From an optimization exercise on the open Yosys and OpenROAD flow, aimed at small area, a short achievable clock period and few clock cycles per item; shortcuts taken in it are not production practice.
The RTL was checked by simulation tests, not by an equivalence proof against the original design.
Power and IR drop assume default switching activity.

run A:
==> flow/design.v <==
module fc_layer_mac #(
    parameter int IN_DIM      = 256,
    parameter int OUT_DIM     = 32,
    parameter int IN_W        = 8,
    parameter int W_W         = 8,
    parameter int ACC_W       = 32,
    parameter int OUT_SHIFT   = 7,
    parameter int BIAS_LSHIFT = 7,
    parameter int RELU        = 1,
    parameter int OUT_W       = 8,
    parameter int WA_W        = $clog2(IN_DIM * OUT_DIM),
    parameter int BA_W        = (OUT_DIM > 1) ? $clog2(OUT_DIM) : 1
) (
    input  logic                    clk,
    input  logic                    rst_n,
    input  logic                    in_valid,
    output logic                    in_ready,
    input  logic signed [IN_W-1:0]  in_data,
    output logic [WA_W-1:0]         w_addr,
    input  logic signed [W_W-1:0]   w_q,
    output logic [BA_W-1:0]         b_addr,
    input  logic signed [W_W-1:0]   b_q,
    output logic                    out_valid,
    input  logic                    out_ready,
    output logic signed [OUT_W-1:0] out_data,
    output logic [BA_W-1:0]         out_idx,
    output logic                    out_last,
    output logic                    busy
);
    localparam int CNT_W = $clog2(IN_DIM);
    localparam int SW    = 23;    
    localparam logic [CNT_W-1:0] LAST_I = CNT_W'(IN_DIM - 1);
    localparam logic [BA_W-1:0]  LAST_O = BA_W'(OUT_DIM - 1);
    logic [BA_W-1:0]  oa;         
    logic [BA_W-1:0]  ob;         
    logic [BA_W-1:0]  q;          
    logic [CNT_W-1:0] ia;         
    logic [CNT_W-1:0] ia_o;       
    logic             in_rdy;
    logic             in_rdy_o;   
    logic             z;          
    logic [3:0]             bd_one;    
    logic [3:0]             bd_two;
    logic [3:0]             bd_neg;
    logic                   pact_m;    
    logic signed [W_W-1:0]  w_r;
    logic [17:0]            ps;        
    logic [17:0]            pc;        
    logic [SW-1:0]          ring [OUT_DIM];
    logic             vec_fin;    
    logic [BA_W-1:0]  ext_idx;    
    logic             tap_match;  
    logic [1:0]       owed;       
    logic             busy_q;
    logic             ov_q;
    logic             ov_o;       
    logic [OUT_W-1:0] od_q;       
    logic [OUT_W-1:0] od_o;       
    logic [BA_W-1:0]  oi_o;       
    logic             ol_o;
    logic             busy_o;     
    logic in_fire;
    logic out_fire;
    logic take;
    logic [BA_W-1:0]  tap_nxt;
    logic [OUT_W-1:0] res;
    assign in_fire  = in_valid & in_rdy;
    assign out_fire = out_ready & ov_q;
    logic [CNT_W-1:0] ia_nxt;
    logic             in_rdy_nxt;
    assign ia_nxt     = ia + CNT_W'(q == '0 && pact_m);
    assign in_rdy_nxt = (q == BA_W'(1)) & ~vec_fin;
    logic vec_fin_nxt;
    always_comb begin
        vec_fin_nxt = vec_fin;
        if (in_fire && ia == LAST_I) begin
            vec_fin_nxt = 1'b1;
        end else if (take && ext_idx == LAST_O) begin
            vec_fin_nxt = 1'b0;
        end
    end
    always_ff @(posedge clk) begin
        oa       <= q;
        ob       <= q + BA_W'(1);
        ia_o     <= ia_nxt;
        in_rdy_o <= in_rdy_nxt;
    end
    always_ff @(posedge clk or negedge rst_n) begin
        if (!rst_n) begin
            q       <= LAST_O;
            ia      <= '0;
            in_rdy  <= 1'b0;
            z       <= 1'b0;
            pact_m  <= 1'b0;
            vec_fin <= 1'b0;
        end else begin
            q      <= q + BA_W'(1);
            in_rdy <= in_rdy_nxt;
            z      <= (ia_nxt == '0) & ~vec_fin_nxt;
            ia     <= ia_nxt;
            if (q == BA_W'(2)) begin
                pact_m <= in_fire;
            end
            vec_fin <= vec_fin_nxt;
        end
    end
    always_ff @(posedge clk) begin
        if (q == BA_W'(2)) begin
            for (int k = 0; k < 4; k++) begin
                bd_one[k] <= in_fire & (in_data[2*k] ^ ((k == 0) ? 1'b0 : in_data[2*k-1]));
                bd_two[k] <= in_fire & ((in_data[2*k+1] & ~in_data[2*k] & ~((k == 0) ? 1'b0 : in_data[2*k-1]))
                           | (~in_data[2*k+1] & in_data[2*k] & ((k == 0) ? 1'b0 : in_data[2*k-1])));
                bd_neg[k] <= in_fire & in_data[2*k+1] & ~(in_data[2*k] & ((k == 0) ? 1'b0 : in_data[2*k-1]));
            end
        end
    end
    function automatic logic [9:0] brow(input logic one, input logic two,
                                        input logic neg, input logic act,
                                        input logic signed [7:0] w);
        logic [9:0] m;
        m = one ? {{2{w[7]}}, w} : two ? {w[7], w, 1'b0} : 10'd0;
        m = m ^ {10{neg}};
        brow = {~m[9] & act, m[8:0]};
    endfunction
    logic [9:0] r0, r1, r2, r3;
    assign r0 = brow(bd_one[0], bd_two[0], bd_neg[0], pact_m, w_r);
    assign r1 = brow(bd_one[1], bd_two[1], bd_neg[1], pact_m, w_r);
    assign r2 = brow(bd_one[2], bd_two[2], bd_neg[2], pact_m, w_r);
    assign r3 = brow(bd_one[3], bd_two[3], bd_neg[3], pact_m, w_r);
    logic [17:0] x0, x1, x2, x3, s1, c1, s2, c2, s3, c3;
    assign x0 = {8'd0, r0};
    assign x1 = {6'd0, r1, 1'b0, bd_neg[0]};
    assign x2 = {4'd0, r2, 1'b0, bd_neg[1], 2'd0};
    assign x3 = {2'd0, r3, 1'b0, bd_neg[2], 4'd0};
    assign s1 = x0 ^ x1 ^ x2;
    assign c1 = {(x0[16:0] & x1[16:0]) | (x0[16:0] & x2[16:0]) | (x1[16:0] & x2[16:0]), 1'b0};
    assign s2 = s1 ^ c1 ^ x3;
    assign c2 = {(s1[16:0] & c1[16:0]) | (s1[16:0] & x3[16:0]) | (c1[16:0] & x3[16:0]), 1'b0};
    assign s3 = {s2[17:7] ^ c2[17:7], s2[6] ^ c2[6] ^ bd_neg[3], s2[5:0]};
    assign c3 = {(s2[16:7] & c2[16:7]),
                 (s2[6] & c2[6]) | (s2[6] & bd_neg[3]) | (c2[6] & bd_neg[3]),
                 1'b0, c2[5:0]};
    always_ff @(posedge clk) begin
        w_r <= w_q;
        ps  <= s3;
        pc  <= c3;
    end
    always_ff @(posedge clk) begin
        ring[0] <= ring[OUT_DIM-1] + SW'(ps) + SW'(pc);
        for (int k = 1; k < OUT_DIM; k++) begin
            if (k != OUT_DIM - 3) begin
                ring[k] <= ring[k-1];
            end
        end
        if (z) begin
            ring[OUT_DIM-3] <= {8'd43, ~b_q[W_W-1], b_q[W_W-2:0], {BIAS_LSHIFT{1'b0}}};
        end else begin
            ring[OUT_DIM-3] <= ring[OUT_DIM-4];
        end
    end
    always_comb begin
        if (ring[0][SW-1]) begin
            res = {1'b0, {(OUT_W-1){1'b1}}};
        end else if (&ring[0][SW-2:OUT_SHIFT+OUT_W-1]) begin
            res = {1'b0, ring[0][OUT_SHIFT+OUT_W-2:OUT_SHIFT]};
        end else begin
            res = '0;
        end
    end
    assign take = vec_fin & tap_match & (~ov_q | out_ready);
    always_ff @(posedge clk) begin
        ov_o <= take | (ov_q & ~out_ready);
    end
    assign tap_nxt = q - 5'd4;
    always_ff @(posedge clk or negedge rst_n) begin
        if (!rst_n) begin
            ext_idx   <= '0;
            tap_match <= 1'b0;
            ov_q      <= 1'b0;
            owed      <= 2'd0;
            busy_q    <= 1'b0;
        end else begin
            if (take) begin
                ext_idx <= ext_idx + BA_W'(1);
            end
            tap_match <= take | (tap_nxt == ext_idx);
            if (take) begin
                ov_q <= 1'b1;
            end else if (out_ready) begin
                ov_q <= 1'b0;
            end
            owed   <= owed_nxt;
            busy_q <= busy_nxt;
        end
    end
    logic [1:0] owed_nxt;
    logic       busy_nxt;
    always_comb begin
        owed_nxt = owed;
        busy_nxt = busy_q;
        case ({in_fire & (ia == LAST_I), out_fire & (ext_idx == '0)})
            2'b10: begin owed_nxt = owed + 2'd1; busy_nxt = 1'b1; end
            2'b01: begin owed_nxt = owed - 2'd1; busy_nxt = (owed != 2'd1); end
            default: ;
        endcase
    end
    always_ff @(posedge clk) begin
        if (take) begin
            od_q <= ~res;
        end
    end
    always_ff @(posedge clk) begin
        od_o   <= take ? res : ~od_q;
        oi_o   <= take ? ext_idx : ext_idx - BA_W'(1);
        ol_o   <= take ? (ext_idx == LAST_O) : (ext_idx == '0);
        busy_o <= busy_nxt;
    end
    assign in_ready  = in_rdy_o;
    assign w_addr    = {oa, ia_o};
    assign b_addr    = ob;
    assign out_valid = ov_o;
    assign out_data  = od_o;
    assign out_idx   = oi_o;
    assign out_last  = ol_o;
    assign busy      = busy_o;
endmodule
Settings: LEC_CHECK=0, CAP_MARGIN=20, CORE_MARGIN=2, CORE_UTILIZATION=75, SLEW_MARGIN=20; clock period 9.0 ns.
standard.sh (not shown) runs the stock make flow with config.mk's settings and CLKGATE_MAP_FILE= SYNTH_SCRIPT=/design/flow/synth_recipe.tcl, a recipe that flattens the netlist after the stock synthesis.
==> flow/flow/run.sh <==
#!/bin/bash
# Own layout flow: the standard ORFS flow (standard.sh), unchanged
# synthesis, with extra ORFS make variables, one per line, from
# flow/knobs.txt (timing-repair target, clock-tree clustering, port buffer
# cell). ORFS keeps each tool's log under orfs/logs; make's own output goes
# to run_standard.log in this folder.
set -euo pipefail
mapfile -t KNOBS < <(grep -v '^#' flow/knobs.txt | grep -v '^[[:space:]]*$')
bash standard.sh "${KNOBS[@]}" finish > run_standard.log 2>&1
==> flow/flow/knobs.txt <==
SETUP_SLACK_MARGIN=6.20
CTS_CLUSTER_SIZE=30
CTS_CLUSTER_DIAMETER=80
BUFFER_PORTS_ARGS=-buffer_cell sky130_fd_sc_hd__buf_2
Testbench counts of run A, summed over its fixed seeds: cycles 262,968, vectors 32.
Input-level comparison between run B and run A:
- swapping 75 for 60 in CORE_UTILIZATION
==> flow/flow/knobs.txt <==
SETUP_SLACK_MARGIN=6.20
CTS_CLUSTER_SIZE=30
CTS_CLUSTER_DIAMETER=80
BUFFER_PORTS_ARGS=-buffer_cell sky130_fd_sc_hd__buf_2
CTS_ARGS=-sink_clustering_enable -repair_clock_nets -sink_clustering_size 30 -sink_clustering_max_diameter 80 -num_static_layers 1
--- outcome ---
- Per the final summary, run A finished and its layout is clean on timing, DRC and antenna.
- Run B reached the final stage; the timing, DRC and antenna checks on its layout passed.
- Highest-utilization routing layer at the global route stage = met1: run B; highest-utilization routing layer at the global route stage = met2: run A
- Run B against run A: final setup slack of the worst path up 0.013 ns, clock buffer count from CTS up about 3%, number of ordinary and repair buffers in the finished layout up 11%, number of vias per cell after detailed routing down about 10%, number of global-route vias before repair down 12%.
- Compared run B against run A; instance count on the critical path within noise.
- Re fraction of power consumed by the clock network: run B is 0.4 points up on run A.
- Run A and run B ended up with nearly the same initial antenna violation count.
- On relative slew slack, the higher figure sits with run B, not run A.
## Diff of input files: run C against run B
- a change of CORE_UTILIZATION from 60 to 40
==> flow/flow/knobs.txt <==
SETUP_SLACK_MARGIN=6.3
CTS_CLUSTER_SIZE=30
CTS_CLUSTER_DIAMETER=80
BUFFER_PORTS_ARGS=-buffer_cell sky130_fd_sc_hd__buf_1
Area enclosed by the die boundary is higher on run C. [compare] base=run B new=run C: footprint of the multi-input gates +73 µm², share of post-route cells with drive strength above 1 -0.31 points, utilization -22 points, first-pass GRT wire length +3100 µm. Final critical-path setup slack was higher in the run labelled run B. Run C: part of the total power dissipated in the clock network higher than run B. Diff run B..run C | wire length the detailed router placed on met1 | negligible. Comparing run C and run B, the lower final design area excluding fillers is on run B. Run C: cell count higher than run B.
diff inputs: run C => run D
- CORE_UTILIZATION now 60, was 40
==> flow/flow/knobs.txt <==
SETUP_SLACK_MARGIN=6.20
CTS_CLUSTER_SIZE=30
CTS_CLUSTER_DIAMETER=80
BUFFER_PORTS_ARGS=-buffer_cell sky130_fd_sc_hd__buf_2
CTS_ARGS=-sink_clustering_enable -repair_clock_nets -sink_clustering_size 30 -sink_clustering_max_diameter 80 -dont_use_dummy_load
The run with more routed wire is run C, not run D.
Comparing run D and run C, fraction of layout cells with a size suffix above 1 is higher on run C.
Actual transition at the worst max-transition pin, run D and run C, higher one = run D.
Run D supports a higher top clock frequency than run C.
No stage failed in run D, and the final checks on the layout all came back clean.
Of run D and run C, the run reporting the higher via count normalized by instance count was run D.
Static leakage delta (run D − run C): favourable
The inputs of run E differ from those of run D as listed below.
==> flow/flow/knobs.txt <==
SETUP_SLACK_MARGIN=6.25
CTS_CLUSTER_SIZE=30
CTS_CLUSTER_DIAMETER=80
BUFFER_PORTS_ARGS=-buffer_cell sky130_fd_sc_hd__buf_2
### Flow results
- | final routed wire length divided by cell count | higher: run D |
- Comparing run E against run D, there is no change at all in synthesized cell count.
- Comparing run D against run E, there is no change at all in number of sinks driven by the clock tree.
- Compared with run D, in run E met3 usage in global routing +0.18 points, period utilization roughly the same.
- Fraction of layout cells with a size suffix above 1: run E vs run D up 1.3 points
- Non-clock buffer count (run E vs. run D) increases by more than 10%
- Slack of the critical path, run E and run D: smaller value in run E
- Comparing run E against run D, there is no change at all in total of max-cap violations.
- Sort run E and run D by power desc -> top: run E

-- afterwards: timing with drivers on the ports --
No port has a modelled driver above. Below, the same layouts with a new extraction and two added sets of constraints.
Step 1: set_driving_cell puts a clkbuf_16 on clk and a buf_2 on each other input, an assumption about the parent block.
Step 2 moves the port delays by t, midway between the first and last clock arrival at a register: inputs arrive t later, outputs are due t later. That takes back most of the time a late clock gives input paths.
Slacks: ideal ports / drivers / drivers and shift; pairs: ideal ports / drivers.
run | shift t [ns] | slack for setup (ns) | hold WS [ns] | pins driven straight from the clock port
run A | 0.599 | 6.161 / 6.109 / 5.692 | 0.323 / 0.323 / 0.323 | 1
run B | 0.593 | 6.174 / 6.119 / 5.826 | 0.326 / 0.326 / 0.326 | 1
run C | 0.617 | 6.138 / 6.086 / 5.812 | 0.323 / 0.323 / 0.323 | 1
run D | 0.572 | 6.199 / 6.144 / 5.836 | 0.298 / 0.298 / 0.298 | 1
run E | 0.592 | 6.193 / 6.138 / 5.809 | 0.327 / 0.327 / 0.327 | 1
After both steps every run listed still meets setup and hold. The setup slack of run A, which loses most, moves by -0.052 ns with the drivers and by -0.469 ns with both steps.
